Background: an optimization exercise with open tools, aiming at small area and a short achievable clock period. Do not read the settings as production practice.
Only simulation tests tie the RTL to the original design; equivalence was not proved.
Power is estimated from default activity; no workload was simulated.

==> build 56: inputs <==
## data_mem_responder
module data_mem_responder (
    input  logic        clk,
    input  logic        reset,
    input  logic        req_valid,
    output logic        req_ready,
    input  logic        req_write,
    input  logic [1:0]  req_size,
    input  logic        req_signed,
    input  logic [7:0]  req_addr,
    input  logic [31:0] req_wdata,
    output logic        rsp_valid,
    input  logic        rsp_ready,
    output logic [31:0] rsp_rdata,
    output logic        rsp_err
);
    logic        lat_write;
    logic [1:0]  lat_size;
    logic        lat_signed;
    logic [7:0]  lat_addr;
    logic [31:0] lat_wdata;
    logic        cap_first;      
    logic        cap_inv;        
    logic        ph1, ph2, ph3;
    logic        idle;
    logic        rvld;
    logic [2:0]  t;
    logic        pend;
    logic [31:0] sdata;
    logic [3:0]  smask;
    logic [3:0]  whi;            
    logic [3:0]  wlo;            
    logic [1:0]  sslot;
    logic [3:0]  wmask;
    logic        wpol;
    logic        fwd;            
    logic [31:0] q0 [16];
    logic [31:0] q1 [16];
    logic [31:0] q2 [16];
    logic [31:0] q3 [16];
    logic        misaligned;
    logic        cap;
    logic        wr_now;
    logic        commit;
    logic [31:0] lane_data;
    logic [3:0]  lane_mask;
    logic [31:0] load_ext;
  ...
==> flow/config.mk <==
export PLATFORM = sky130hd
export DESIGN_NAME = data_mem_responder
export DESIGN_NICKNAME = data_mem_responder
export VERILOG_FILES = /design/flow/design.v
export SDC_FILE = /design/flow/constraint.sdc
export NUM_CORES = 4
export LEC_CHECK = 0
export CAP_MARGIN = 20
export CORE_MARGIN = 2
export CORE_UTILIZATION = 62
export CTS_CLUSTER_DIAMETER = 90
export CTS_CLUSTER_SIZE = 25
export SETUP_SLACK_MARGIN = 3.4
export SLEW_MARGIN = 20
export SYNTH_HIERARCHICAL = 1
==> flow/constraint.sdc <==
create_clock -name core_clock -period 5.5 [get_ports {clk}]
set_input_delay 1.1000 -clock core_clock [delete_from_list [all_inputs] [get_ports {clk}]]
set_output_delay 1.1000 -clock core_clock [all_outputs]
set_load 0.01 [all_outputs]
standard.sh (not shown) runs the stock make flow with config.mk's settings and CLKGATE_MAP_FILE= SYNTH_SCRIPT=/design/flow/synth_recipe.tcl, a recipe that flattens the netlist after the stock synthesis.
==> flow/flow/run.sh <==
#!/bin/bash
# Own layout flow: the standard flow (standard.sh, which runs the standard
# synthesis unchanged) with these changes:
#  - pre_floorplan.tcl, run right after the synthesized netlist is loaded, sets
#    the single-gate modules' cells (memory write ports, load taps) back to drive
#    strength 1; Yosys/ABC upsizes each such module as if it were critical.
#    Timing repair later upsizes any that need it.
#  - the buffers ABC inserted are removed at floorplan (REMOVE_ABC_BUFFERS);
#    repair_design buffers high-fanout nets again as placement requires.
#  - port buffers are plain buffers (buf_2) instead of the delay cell that
#    buffer_ports otherwise picks.
#  - io.tcl puts all pins on the top edge (IO_CONSTRAINTS).
# The make output goes to orfs_make.log here; each ORFS step logs under orfs/logs.
set -euo pipefail
here=$(pwd)
bash standard.sh finish \
  PRE_FLOORPLAN_TCL="$here/flow/pre_floorplan.tcl" \
  REMOVE_ABC_BUFFERS=1 \
  IO_CONSTRAINTS="$here/flow/io.tcl" \
  "BUFFER_PORTS_ARGS=-buffer_cell sky130_fd_sc_hd__buf_2" \
  > "$here/orfs_make.log" 2>&1
==> flow/flow/io.tcl <==
# Pin constraints (sourced by ORFS floorplan.tcl through IO_CONSTRAINTS): all
# ports on the top edge, so the request latch, the response registers and the
# control sit together near their pins instead of in the middle of the die.
set_io_pin_constraint -pin_names [concat [get_ports req_*] [get_ports rsp_*] [get_ports reset] [get_ports clk]] -region top:*
==> flow/flow/pre_floorplan.tcl <==
# Runs inside ORFS floorplan.tcl right after the synthesized netlist is loaded.
# Yosys/ABC maps each single-gate module on its own and upsizes it as if it were
# critical; put those gates (the memory write ports and load taps) back to drive
# strength 1. Timing repair later upsizes any that need it.
set db [ord::get_db]
set block [ord::get_db_block]
set n 0
foreach inst [$block getInsts] {
  set m [[$inst getMaster] getName]
  if { [regexp {^(sky130_fd_sc_hd__(o22ai|a22oi))_[248]$} $m -> base] } {
    set small [$db findMaster ${base}_1]
    if { $small != "NULL" } {
      $inst swapMaster $small
      incr n
    }
  }
}
puts "pre_floorplan: set $n cells to drive strength 1"
==> trial 87: changes against build 56 <==
--- a/flow/design.v
+++ b/flow/design.v
@@ -117,12 +117,11 @@
     logic        rvld;
     logic [2:0]  t;
     logic        pend;
     logic [31:0] sdata;
     logic [3:0]  smask;
-    logic [3:0]  whi;            
-    logic [3:0]  wlo;            
+    logic [3:0]  sring;
     logic [1:0]  sslot;
     logic [3:0]  wmask;
     logic        wpol;
     logic        fwd;            
     logic [31:0] q0 [16];
@@ -241,10 +240,11 @@
         wpol  <= ~(uw[2] ^ (uw[1:0] == 2'd3));
         t     <= t + 3'd1;
         if (commit) begin
             sdata <= lane_data;
             smask <= lane_mask;
+            sring <= lat_addr[7:4];
             sslot <= lat_addr[3:2];
         end
     end
     always_ff @(posedge clk) begin
         rsp_rdata <= load_ext;
@@ -258,11 +258,11 @@
             lat_write  <= req_write;
             lat_size   <= req_size;
             lat_signed <= req_signed;
             lat_addr   <= req_addr;
         end else if (cap) begin
-            fwd        <= pend & whi[lat_addr[7:6]] & wlo[lat_addr[5:4]] & (sslot == lat_addr[3:2]);
+            fwd        <= pend & (sring == lat_addr[7:4]) & (sslot == lat_addr[3:2]);
         end
     end
     logic [31:0] oh_nxt;
     logic [31:0] wdata_nxt;
     dmr_hold #(.W(32)) u_oh_nxt (
@@ -273,35 +273,15 @@
     );
     always_ff @(posedge clk) begin
         oh        <= oh_nxt;
         lat_wdata <= wdata_nxt;
     end
-    logic [3:0] hi_d;
-    logic [3:0] lo_d;
-    logic [3:0] whi_nxt;
-    logic [3:0] wlo_nxt;
-    always_comb begin
-        for (int k = 0; k < 4; k++) begin
-            hi_d[k] = (lat_addr[7:6] == 2'(k));
-            lo_d[k] = (lat_addr[5:4] == 2'(k));
-        end
-    end
-    dmr_hold #(.W(4)) u_whi_nxt (
-        .a(hi_d), .sa(commit), .b(hi_d), .sb(1'b0), .q(whi), .y(whi_nxt)
-    );
-    dmr_hold #(.W(4)) u_wlo_nxt (
-        .a(lo_d), .sa(commit), .b(lo_d), .sb(1'b0), .q(wlo), .y(wlo_nxt)
-    );
-    always_ff @(posedge clk) begin
-        whi <= whi_nxt;
-        wlo <= wlo_nxt;
-    end
     logic [31:0] wdat;
     logic [15:0] wring;
     assign wdat = sdata ^ {32{wpol}};
     always_comb begin
-        for (int r = 0; r < 16; r++) wring[r] = whi[r / 4] & wlo[r % 4];
+        for (int r = 0; r < 16; r++) wring[r] = (sring == 4'(r));
     end
     for (genvar r = 0; r < 16; r++) begin : g_ring
         for (genvar b = 0; b < 4; b++) begin : g_lane
             logic       s;
             logic [7:0] nxt;
CORE_UTILIZATION = 55   (was 62)
CTS_BUF_LIST = sky130_fd_sc_hd__clkbuf_8 sky130_fd_sc_hd__clkbuf_16   (was not set)
==> qor summary <==
quantity	trial 87	build 56
Run status	no timing/DRC/antenna violations	no timing/DRC/antenna violations
Total number of placement rows	119	113
Via count of the first global-routing pass	33.3k	33.4k
Maximum clock rate	436 MHz	425 MHz
Fillcell total	8190	6847
Mean routed wirelength per cell	27.5 um	28.1 um
Pin count of the biggest net entering global routing	91	81
Min-Delay Endpoint	q2[14][16]	q2[0][24]
Leakage power total	25.1 nW	25.0 nW
Final setup slack of the worst path	3210 ps	3150 ps
Proportion of cell area spent on the clock network	0.0422	0.0419
Largest incremental delay on the critical path	360 ps	520 ps
Clock net sink count	2218	2222
Global-route wire length before repair	226000 um	227000 um
Cell with the largest stage delay on the worst path	sky130_fd_sc_hd__dfxtp_2	sky130_fd_sc_hd__fa_1
Amount of wire on met2 after detailed routing	73000 um	73000 um
Start of the worst register-to-register path	lat_addr[1]	lat_size[0]
Detail Route met3 WL	9390 um	9870 um

==> static timing again, ports no longer ideal <==
How much do the figures lean on ideal ports? The routed layouts below were timed once more, with nothing changed but the port constraints. Step 1, drivers: a clkbuf_16 drives clk and a buf_2 each remaining input, both assumed. Step 2, shift: input delay + t, output delay - t, t = (earliest + latest rising clock arrival at the registers) / 2. This alone moves slack from input paths to output paths. Slacks: ideal / step 1 / step 2; pairs: ideal / step 1.
| run | shift t [ns] | setup WS [ns] | worst register clock-pin slew, ns |
|---|---|---|---|
| build 56 | 0.784 | 3.148 / 3.148 / 2.571 | 0.10 / 0.10 |
| trial 87 | 0.791 | 3.206 / 3.133 / 2.534 | 0.10 / 0.10 |
After both steps every run listed still meets setup and hold. For trial 87, which loses most, drivers alone change the setup slack by -0.073 ns; drivers and shift together by -0.672 ns.
